This is an optimization exercise on Yosys and OpenROAD, whose aim is small area, a short achievable clock period and few clock cycles per item, not a production implementation. RTL that was checked went through simulation tests only; none was proved equivalent to the original. Power is estimated from default activity; no workload was simulated.

## old
// circular_deque
module circular_deque #(
   parameter int DEPTH = cdq_pkg::DEPTH_DEFAULT
) (
   input  logic                                clock,
   input  logic                                reset,
   input  logic                                req_valid,
   output logic                                req_ready,
   input  logic [cdq_pkg::FUNC_W-1:0]          req_func,
   input  logic signed [cdq_pkg::DATA_W-1:0]   req_value,
   output logic                                rsp_valid,
   input  logic                                rsp_ready,
   output logic                                rsp_ok,
   output logic [cdq_pkg::CAP_W-1:0]           rsp_count,
   output logic                                rsp_is_empty,
   output logic                                rsp_is_full,
   output logic signed [cdq_pkg::DATA_W-1:0]   rsp_head_value,
   output logic signed [cdq_pkg::DATA_W-1:0]   rsp_tail_value,
   input  logic                                csr_psel,
   input  logic                                csr_penable,
   input  logic                                csr_pwrite,
   input  logic [cdq_pkg::CSR_ADDR_W-1:0]      csr_paddr,
   input  logic [cdq_pkg::CSR_DATA_W-1:0]      csr_pwdata,
   output logic [cdq_pkg::CSR_DATA_W-1:0]      csr_prdata,
   output logic                                csr_pready
);
   localparam int CW = cdq_pkg::CAP_W;
   localparam int DW = cdq_pkg::DATA_W;
   localparam int MD = cdq_pkg::MID_DEPTH;
   function automatic logic [MD-1:0] rot_up(input logic [MD-1:0] v);
      rot_up = {v[MD-2:0], v[MD-1]};
   endfunction
   function automatic logic [MD-1:0] rot_down(input logic [MD-1:0] v);
      rot_down = {v[0], v[MD-1:1]};
   endfunction
   logic [CW-1:0] capacity_ff;
   logic [CW-1:0] held_ff;
   logic          n0_ff;         
   logic          n1_ff;         
   logic          ge2_ff;        
   logic          ge3_ff;        
   logic          nf_ff;         
   logic          atc_ff;        
   logic          atcm1_ff;      
   logic [MD-1:0] fgap_ff;       
   logic [MD-1:0] rgap_ff;       
   logic [DW-1:0] head_ff;
   logic [DW-1:0] tail_ff;
   logic          rsp_valid_ff;
   logic          rsp_idle_ff;   
   logic          rsp_ok_ff;
   logic          rsp_full_ff;
   logic [CW-1:0] held;
   logic [CW-1:0] eff_cap;
   logic          n2, ge4, atcm2;
  ...
Size: ~560 flip-flops, roughly 22000 µm² of cells after synthesis.
Settings: LEC_CHECK=0, CAP_MARGIN=20, CORE_MARGIN=2, CORE_UTILIZATION=55, CTS_BUF_LIST=sky130_fd_sc_hd__clkbuf_8, CTS_CLUSTER_DIAMETER=60, CTS_CLUSTER_SIZE=16, SETUP_SLACK_MARGIN=3.2, SLEW_MARGIN=20; clock period 6.0 ns.
standard.sh (not shown) runs the stock make flow with config.mk's settings and CLKGATE_MAP_FILE= SYNTH_SCRIPT=/design/flow/synth_recipe.tcl, a recipe that flattens the netlist after the stock synthesis.
==> flow/flow/run.sh <==
#!/bin/bash
# The standard layout, with plain buffers (buf_2) on the ports in place of the
# delay buffers buffer_ports picks by default, and a clock tree built without
# dummy loads. Each run's full output goes to its own log file in the work folder.
set -euo pipefail
CTS="-sink_clustering_enable -repair_clock_nets -sink_clustering_size 16 -sink_clustering_max_diameter 60 -buf_list sky130_fd_sc_hd__clkbuf_8 -dont_use_dummy_load"
bash standard.sh BUFFER_PORTS_ARGS="-buffer_cell sky130_fd_sc_hd__buf_2" CTS_ARGS="$CTS" finish > standard.log 2>&1
Testbench counts of old, summed over its fixed seeds: cycles 19,967, items 16,000.
[inputs] new vs old
-- flow/design.v --
<<< old, line 174
      end else begin
         rsp_valid_ff <= accept || (rsp_valid_ff && !rsp_ready);
         rsp_idle_ff  <= !accept && (rsp_idle_ff || rsp_ready);
         if (cfg_wr) begin
            capacity_ff <= csr_pwdata[CW-1:0];
>>> new, line 174
      end else begin
         rsp_valid_ff <= accept || (rsp_valid_ff && !rsp_ready);
         rsp_idle_ff  <= !accept && (!rsp_valid_ff || rsp_ready);
         if (cfg_wr) begin
            capacity_ff <= csr_pwdata[CW-1:0];
Compared with old, new shows sequential share of layout area lower by 0.24 points. Per the comparison of new with old, total of cells resized after clock tree synthesis has increased, synthesized instance count saw little to no change. The run with more setup slack is new; old has less. met2 global-route usage is higher on old. Share of final layout cell area taken by non-clock buffers up 0.50 points in new wrt old. Re wire length reported by the detailed router: new and old aren't equal, and the higher value belongs to old. As far as fraction of standard cell area in multi-input logic is concerned, new and old perform about the same. In terms of final period utilization, new and old differ only marginally. Looking at layout overhead on the synthesized area, new sits 0.41 points higher than old does. On design area: new sits above old.
For new, only the layout was checked, not whether the RTL still works.

========
== nickel ==
The RTL this note starts from:
==> flow/design.v <==
package cdq_pkg;
   localparam int DEPTH_DEFAULT = 16;
   localparam int DATA_W = 32;
   localparam int CAP_W  = 5;
   localparam int FUNC_W = 3;
   localparam logic [CAP_W-1:0] CAP_RESET = 5'd16;
   localparam logic [DATA_W-1:0] EMPTY_VALUE = 32'hFFFF_FFFF;
   localparam logic [FUNC_W-1:0] FUNC_PUSH_FRONT = 3'd0;
   localparam logic [FUNC_W-1:0] FUNC_PUSH_REAR  = 3'd1;
   localparam logic [FUNC_W-1:0] FUNC_POP_FRONT  = 3'd2;
   localparam logic [FUNC_W-1:0] FUNC_POP_REAR   = 3'd3;
   localparam logic [FUNC_W-1:0] FUNC_QUERY      = 3'd4;
   localparam int CSR_ADDR_W = 3;
   localparam int CSR_DATA_W = 32;
   localparam int MID_DEPTH = DEPTH_DEFAULT - 2;
   localparam int MID_AW    = 4;
endpackage
module cdq_ram #(
   parameter int WIDTH = 32,
   parameter int DEPTH = 14
) (
   input  logic             clock,
   input  logic [DEPTH-1:0] wr_sel,
   input  logic [WIDTH-1:0] wr_data,
   input  logic [DEPTH-1:0] rd_sel,
   output logic [WIDTH-1:0] rd_data
);
   logic [WIDTH-1:0] mem_ff [DEPTH];
   always_ff @(posedge clock) begin
      for (int i = 0; i < DEPTH; i++) begin
         if (wr_sel[i]) begin
            mem_ff[i] <= wr_data;
         end
      end
   end
   always_comb begin
      rd_data = '0;
      for (int i = 0; i < DEPTH; i++) begin
         rd_data = rd_data | (mem_ff[i] & {WIDTH{rd_sel[i]}});
      end
   end
endmodule
module circular_deque #(
   parameter int DEPTH = cdq_pkg::DEPTH_DEFAULT
) (
   input  logic                                clock,
   input  logic                                reset,
   input  logic                                req_valid,
   output logic                                req_ready,
   input  logic [cdq_pkg::FUNC_W-1:0]          req_func,
   input  logic signed [cdq_pkg::DATA_W-1:0]   req_value,
   output logic                                rsp_valid,
   input  logic                                rsp_ready,
   output logic                                rsp_ok,
   output logic [cdq_pkg::CAP_W-1:0]           rsp_count,
   output logic                                rsp_is_empty,
   output logic                                rsp_is_full,
   output logic signed [cdq_pkg::DATA_W-1:0]   rsp_head_value,
   output logic signed [cdq_pkg::DATA_W-1:0]   rsp_tail_value,
   input  logic                                csr_psel,
   input  logic                                csr_penable,
   input  logic                                csr_pwrite,
   input  logic [cdq_pkg::CSR_ADDR_W-1:0]      csr_paddr,
   input  logic [cdq_pkg::CSR_DATA_W-1:0]      csr_pwdata,
   output logic [cdq_pkg::CSR_DATA_W-1:0]      csr_prdata,
   output logic                                csr_pready
);
   localparam int CW = cdq_pkg::CAP_W;
   localparam int DW = cdq_pkg::DATA_W;
   localparam int MD = cdq_pkg::MID_DEPTH;
   function automatic logic [MD-1:0] rot_up(input logic [MD-1:0] v);
      rot_up = {v[MD-2:0], v[MD-1]};
   endfunction
   function automatic logic [MD-1:0] rot_down(input logic [MD-1:0] v);
      rot_down = {v[0], v[MD-1:1]};
   endfunction
   logic [CW-1:0] capacity_ff;
   logic [CW-1:0] held_ff;
   logic          n0_ff;         
   logic          n1_ff;         
   logic          ge2_ff;        
   logic          ge3_ff;        
   logic          nf_ff;         
   logic          atc_ff;        
   logic          atcm1_ff;      
   logic [MD-1:0] fgap_ff;       
   logic [MD-1:0] rgap_ff;       
   logic [DW-1:0] head_ff;
   logic [DW-1:0] tail_ff;
   logic          rsp_valid_ff;
   logic          rsp_idle_ff;   
   logic          rsp_ok_ff;
   logic          rsp_full_ff;
   logic [CW-1:0] held;
   logic [CW-1:0] eff_cap;
   logic          n2, ge4, atcm2;
   assign held    = n0_ff ? '0 : held_ff;
   assign eff_cap = (capacity_ff == '0) ? CW'(1) :
                    (capacity_ff > CW'(DEPTH)) ? CW'(DEPTH) : capacity_ff;
   assign n2      = ge2_ff && !ge3_ff;
   assign ge4     = ge3_ff && (held_ff > CW'(3));
   assign atcm2   = (held + CW'(2) == eff_cap);
   logic accept;
   logic f_pushf, f_pushr, f_popf, f_popr, f_query;
   logic push_f, push_r, pop_f, pop_r, push, pop, op_ok;
   logic empty_next;
   assign req_ready = rsp_idle_ff || rsp_ready;
   assign accept    = req_valid && (!rsp_valid_ff || rsp_ready);
   assign f_pushf = (req_func == cdq_pkg::FUNC_PUSH_FRONT);
   assign f_pushr = (req_func == cdq_pkg::FUNC_PUSH_REAR);
   assign f_popf  = (req_func == cdq_pkg::FUNC_POP_FRONT);
   assign f_popr  = (req_func == cdq_pkg::FUNC_POP_REAR);
   assign f_query = (req_func == cdq_pkg::FUNC_QUERY);
   assign push_f = f_pushf && nf_ff;
   assign push_r = f_pushr && nf_ff;
   assign pop_f  = f_popf && !n0_ff;
   assign pop_r  = f_popr && !n0_ff;
   assign push   = push_f || push_r;
   assign pop    = pop_f || pop_r;
   assign op_ok  = push || pop || f_query;
   assign empty_next = (n0_ff && !push) || (n1_ff && pop);
   logic [MD-1:0] wr_f_oh, wr_r_oh, rd_f_oh, rd_r_oh;
   logic [MD-1:0] wr_sel, rd_sel;
   logic [DW-1:0] wr_data, rd_data;
   assign wr_f_oh = fgap_ff;
   assign wr_r_oh = rgap_ff;
   assign rd_f_oh = rot_up(fgap_ff);
   assign rd_r_oh = rot_down(rgap_ff);
   assign wr_sel  = (accept && ge2_ff && nf_ff) ?
                    (({MD{f_pushf}} & wr_f_oh) | ({MD{f_pushr}} & wr_r_oh)) : '0;
   assign wr_data = req_func[0] ? tail_ff : head_ff;
   assign rd_sel  = req_func[0] ? rd_r_oh : rd_f_oh;
   cdq_ram #(
      .WIDTH (DW),
      .DEPTH (MD)
   ) u_mid (
      .clock   (clock),
      .wr_sel  (wr_sel),
      .wr_data (wr_data),
      .rd_sel  (rd_sel),
      .rd_data (rd_data)
   );
   logic          h_v, h_t, h_rd, h_keep;
   logic          t_v, t_h, t_rd, t_keep;
   logic [DW-1:0] head_in, tail_in;
   assign h_v    = accept && (push_f || (push_r && n0_ff));
   assign h_t    = accept && pop_f && n2;
   assign h_rd   = accept && pop_f && ge3_ff;
   assign h_keep = !(h_v || h_t || h_rd);
   assign t_v    = accept && (push_r || (push_f && n0_ff));
   assign t_h    = accept && pop_r && n2;
   assign t_rd   = accept && pop_r && ge3_ff;
   assign t_keep = !(t_v || t_h || t_rd);
   assign head_in = {DW{accept && empty_next}} | ({DW{h_v}} & req_value) | ({DW{h_t}} & tail_ff) |
                    ({DW{h_rd}} & rd_data) | ({DW{h_keep}} & head_ff);
   assign tail_in = {DW{accept && empty_next}} | ({DW{t_v}} & req_value) | ({DW{t_h}} & head_ff) |
                    ({DW{t_rd}} & rd_data) | ({DW{t_keep}} & tail_ff);
   logic cfg_wr;
   assign cfg_wr = csr_psel && csr_penable && csr_pwrite && !csr_paddr[2];
   always_ff @(posedge clock) begin
      if (reset) begin
         capacity_ff  <= cdq_pkg::CAP_RESET;
         n0_ff        <= 1'b1;
         n1_ff        <= 1'b0;
         ge2_ff       <= 1'b0;
         ge3_ff       <= 1'b0;
         nf_ff        <= 1'b1;
         atc_ff       <= 1'b0;
         atcm1_ff     <= 1'b0;
         fgap_ff      <= MD'(1) << (MD - 1);
         rgap_ff      <= MD'(1);
         rsp_valid_ff <= 1'b0;
         rsp_idle_ff  <= 1'b1;
      end else begin
         rsp_valid_ff <= accept || (rsp_valid_ff && !rsp_ready);
         rsp_idle_ff  <= !accept && (rsp_idle_ff || rsp_ready);
         if (cfg_wr) begin
            capacity_ff <= csr_pwdata[CW-1:0];
            n0_ff       <= 1'b1;
            n1_ff       <= 1'b0;
            ge2_ff      <= 1'b0;
            ge3_ff      <= 1'b0;
            nf_ff       <= 1'b1;
            atc_ff      <= 1'b0;
            atcm1_ff    <= (csr_pwdata[CW-1:1] == '0);
            fgap_ff     <= MD'(1) << (MD - 1);
            rgap_ff     <= MD'(1);
         end else if (accept) begin
            if (push) begin
               n0_ff    <= 1'b0;
               n1_ff    <= n0_ff;
               ge2_ff   <= !n0_ff;
               ge3_ff   <= ge2_ff;
               nf_ff    <= nf_ff && !atcm1_ff;
               atc_ff   <= atcm1_ff;
               atcm1_ff <= atcm2;
            end else if (pop) begin
               n0_ff    <= n1_ff;
               n1_ff    <= n2;
               ge2_ff   <= ge3_ff;
               ge3_ff   <= ge4;
               nf_ff    <= 1'b1;
               atc_ff   <= 1'b0;
               atcm1_ff <= atc_ff;
            end
            if (push_f && ge2_ff)     fgap_ff <= rot_down(fgap_ff);
            else if (pop_f && ge3_ff) fgap_ff <= rot_up(fgap_ff);
            if (push_r && ge2_ff)     rgap_ff <= rot_up(rgap_ff);
            else if (pop_r && ge3_ff) rgap_ff <= rot_down(rgap_ff);
         end
      end
   end
   always_ff @(posedge clock) begin
      if (accept) begin
         held_ff     <= push ? held + CW'(1) : pop ? held - CW'(1) : held;
         rsp_ok_ff   <= op_ok;
         rsp_full_ff <= push ? atcm1_ff : (!pop && atc_ff);
      end
      head_ff <= head_in;
      tail_ff <= tail_in;
   end
   assign csr_pready = 1'b1;
   assign csr_prdata = csr_paddr[2] ? '0 : cdq_pkg::CSR_DATA_W'(capacity_ff);
   assign rsp_valid      = rsp_valid_ff;
   assign rsp_ok         = rsp_ok_ff;
   assign rsp_count      = held_ff;
   assign rsp_is_empty   = (held_ff == '0);
   assign rsp_is_full    = rsp_full_ff;
   assign rsp_head_value = $signed(head_ff);
   assign rsp_tail_value = $signed(tail_ff);
endmodule
==> flow/config.mk <==
export PLATFORM = sky130hd
export DESIGN_NAME = circular_deque
export DESIGN_NICKNAME = circular_deque
export VERILOG_FILES = /design/flow/design.v
export SDC_FILE = /design/flow/constraint.sdc
export NUM_CORES = 4
export LEC_CHECK = 0
export CAP_MARGIN = 20
export CORE_MARGIN = 2
export CORE_UTILIZATION = 55
export CTS_BUF_LIST = sky130_fd_sc_hd__clkbuf_8
export CTS_CLUSTER_DIAMETER = 60
export CTS_CLUSTER_SIZE = 16
export SETUP_SLACK_MARGIN = 3.35
export SLEW_MARGIN = 20
==> flow/constraint.sdc <==
create_clock -name core_clock -period 6.0 [get_ports {clock}]
set_input_delay 1.2000 -clock core_clock [delete_from_list [all_inputs] [get_ports {clock}]]
set_output_delay 1.2000 -clock core_clock [all_outputs]
set_load 0.01 [all_outputs]
Scripts as last shown in full above: flow/flow/run.sh
The flow did not stop early for nickel: all stages ran, and the layout cleared the timing, DRC and antenna checks.
Testbench counts of nickel, summed over its fixed seeds: cycles 19,967, items 16,000.
[inputs] willow vs nickel
--- a/flow/design.v
+++ b/flow/design.v
@@ -69,9 +69,10 @@
    localparam int DW = cdq_pkg::DATA_W;
    localparam int MD = cdq_pkg::MID_DEPTH;
-   function automatic logic [MD-1:0] rot_up(input logic [MD-1:0] v);
-      rot_up = {v[MD-2:0], v[MD-1]};
+   localparam int MA = cdq_pkg::MID_AW;
+   function automatic logic [MA-1:0] mid_inc(input logic [MA-1:0] i);
+      mid_inc = (i == MA'(MD - 1)) ? '0 : i + MA'(1);
    endfunction
-   function automatic logic [MD-1:0] rot_down(input logic [MD-1:0] v);
-      rot_down = {v[0], v[MD-1:1]};
+   function automatic logic [MA-1:0] mid_dec(input logic [MA-1:0] i);
+      mid_dec = (i == '0) ? MA'(MD - 1) : i - MA'(1);
    endfunction
    logic [CW-1:0] capacity_ff;
@@ -84,10 +85,9 @@
    logic          atc_ff;        
    logic          atcm1_ff;      
-   logic [MD-1:0] fgap_ff;       
-   logic [MD-1:0] rgap_ff;       
+   logic [MA-1:0] fgap_ff;       
+   logic [MA-1:0] rgap_ff;       
    logic [DW-1:0] head_ff;
    logic [DW-1:0] tail_ff;
    logic          rsp_valid_ff;
-   logic          rsp_idle_ff;   
    logic          rsp_ok_ff;
    logic          rsp_full_ff;
@@ -105,6 +105,6 @@
    logic push_f, push_r, pop_f, pop_r, push, pop, op_ok;
    logic empty_next;
-   assign req_ready = rsp_idle_ff || rsp_ready;
-   assign accept    = req_valid && (!rsp_valid_ff || rsp_ready);
+   assign req_ready = !rsp_valid_ff || rsp_ready;
+   assign accept    = req_valid && req_ready;
    assign f_pushf = (req_func == cdq_pkg::FUNC_PUSH_FRONT);
    assign f_pushr = (req_func == cdq_pkg::FUNC_PUSH_REAR);
@@ -120,11 +120,20 @@
    assign op_ok  = push || pop || f_query;
    assign empty_next = (n0_ff && !push) || (n1_ff && pop);
+   logic [MA-1:0] fgap_inc, fgap_dec, rgap_inc, rgap_dec;
    logic [MD-1:0] wr_f_oh, wr_r_oh, rd_f_oh, rd_r_oh;
    logic [MD-1:0] wr_sel, rd_sel;
    logic [DW-1:0] wr_data, rd_data;
-   assign wr_f_oh = fgap_ff;
-   assign wr_r_oh = rgap_ff;
-   assign rd_f_oh = rot_up(fgap_ff);
-   assign rd_r_oh = rot_down(rgap_ff);
+   assign fgap_inc = mid_inc(fgap_ff);
+   assign fgap_dec = mid_dec(fgap_ff);
+   assign rgap_inc = mid_inc(rgap_ff);
+   assign rgap_dec = mid_dec(rgap_ff);
+   always_comb begin
+      for (int i = 0; i < MD; i++) begin
+         wr_f_oh[i] = (fgap_ff == MA'(i));
+         wr_r_oh[i] = (rgap_ff == MA'(i));
+         rd_f_oh[i] = (fgap_inc == MA'(i));
+         rd_r_oh[i] = (rgap_dec == MA'(i));
+      end
+   end
    assign wr_sel  = (accept && ge2_ff && nf_ff) ?
                     (({MD{f_pushf}} & wr_f_oh) | ({MD{f_pushr}} & wr_r_oh)) : '0;
@@ -168,11 +177,9 @@
          atc_ff       <= 1'b0;
          atcm1_ff     <= 1'b0;
-         fgap_ff      <= MD'(1) << (MD - 1);
-         rgap_ff      <= MD'(1);
+         fgap_ff      <= MA'(MD - 1);
+         rgap_ff      <= '0;
          rsp_valid_ff <= 1'b0;
-         rsp_idle_ff  <= 1'b1;
       end else begin
          rsp_valid_ff <= accept || (rsp_valid_ff && !rsp_ready);
-         rsp_idle_ff  <= !accept && (rsp_idle_ff || rsp_ready);
          if (cfg_wr) begin
             capacity_ff <= csr_pwdata[CW-1:0];
@@ -184,6 +191,6 @@
             atc_ff      <= 1'b0;
             atcm1_ff    <= (csr_pwdata[CW-1:1] == '0);
-            fgap_ff     <= MD'(1) << (MD - 1);
-            rgap_ff     <= MD'(1);
+            fgap_ff     <= MA'(MD - 1);
+            rgap_ff     <= '0;
          end else if (accept) begin
             if (push) begin
@@ -204,8 +211,8 @@
                atcm1_ff <= atc_ff;
             end
-            if (push_f && ge2_ff)     fgap_ff <= rot_down(fgap_ff);
-            else if (pop_f && ge3_ff) fgap_ff <= rot_up(fgap_ff);
-            if (push_r && ge2_ff)     rgap_ff <= rot_up(rgap_ff);
-            else if (pop_r && ge3_ff) rgap_ff <= rot_down(rgap_ff);
+            if (push_f && ge2_ff)     fgap_ff <= fgap_dec;
+            else if (pop_f && ge3_ff) fgap_ff <= fgap_inc;
+            if (push_r && ge2_ff)     rgap_ff <= rgap_inc;
+            else if (pop_r && ge3_ff) rgap_ff <= rgap_dec;
          end
       end
### Flow results
- willow vs. nickel: worst setup slack higher, final cell count without fillers decreased by 0.82% relative to the old numbers, sequential cell count now sits lower, switching component of the power decreased by about 3.2% relative to the old numbers.
- willow: via density per instance 0.32 above nickel
- In the route summary, willow ends up with a via count exceeding that of nickel.
- willow: power after layout about 2.8% below nickel
Testbench counts of willow, summed over its fixed seeds: cycles 19,967, items 16,000.

==> what the ideal ports hide <==
The flow's constraints put no driver on any port. The routed layouts listed below were extracted and timed again, unchanged, in two steps.
Step 1 sets driving cells, clkbuf_16 on the clock port and buf_2 on the other inputs (assumed; they add their load-dependent delay and slew).
Step 2 moves the port delays by t, midway between the first and last clock arrival at a register: inputs arrive t later, outputs are due t later. That takes back most of the time a late clock gives input paths.
Three values: no drivers, after step 1, after step 2; two values: the first two.
run	t, ns	slack for setup (ns)	latest minus earliest clock arrival (ns)
old	0.658	3.164 / 3.130 / 2.560	0.077 / 0.077
new	0.673	3.169 / 3.129 / 2.537	0.067 / 0.067
nickel	0.678	3.151 / 3.116 / 2.667	0.047 / 0.047
willow	0.670	3.197 / 3.153 / 2.670	0.034 / 0.034
After both steps setup and hold are still met in every run listed. The setup slack of new, which loses most, moves by -0.040 ns with the drivers and by -0.632 ns with both steps.
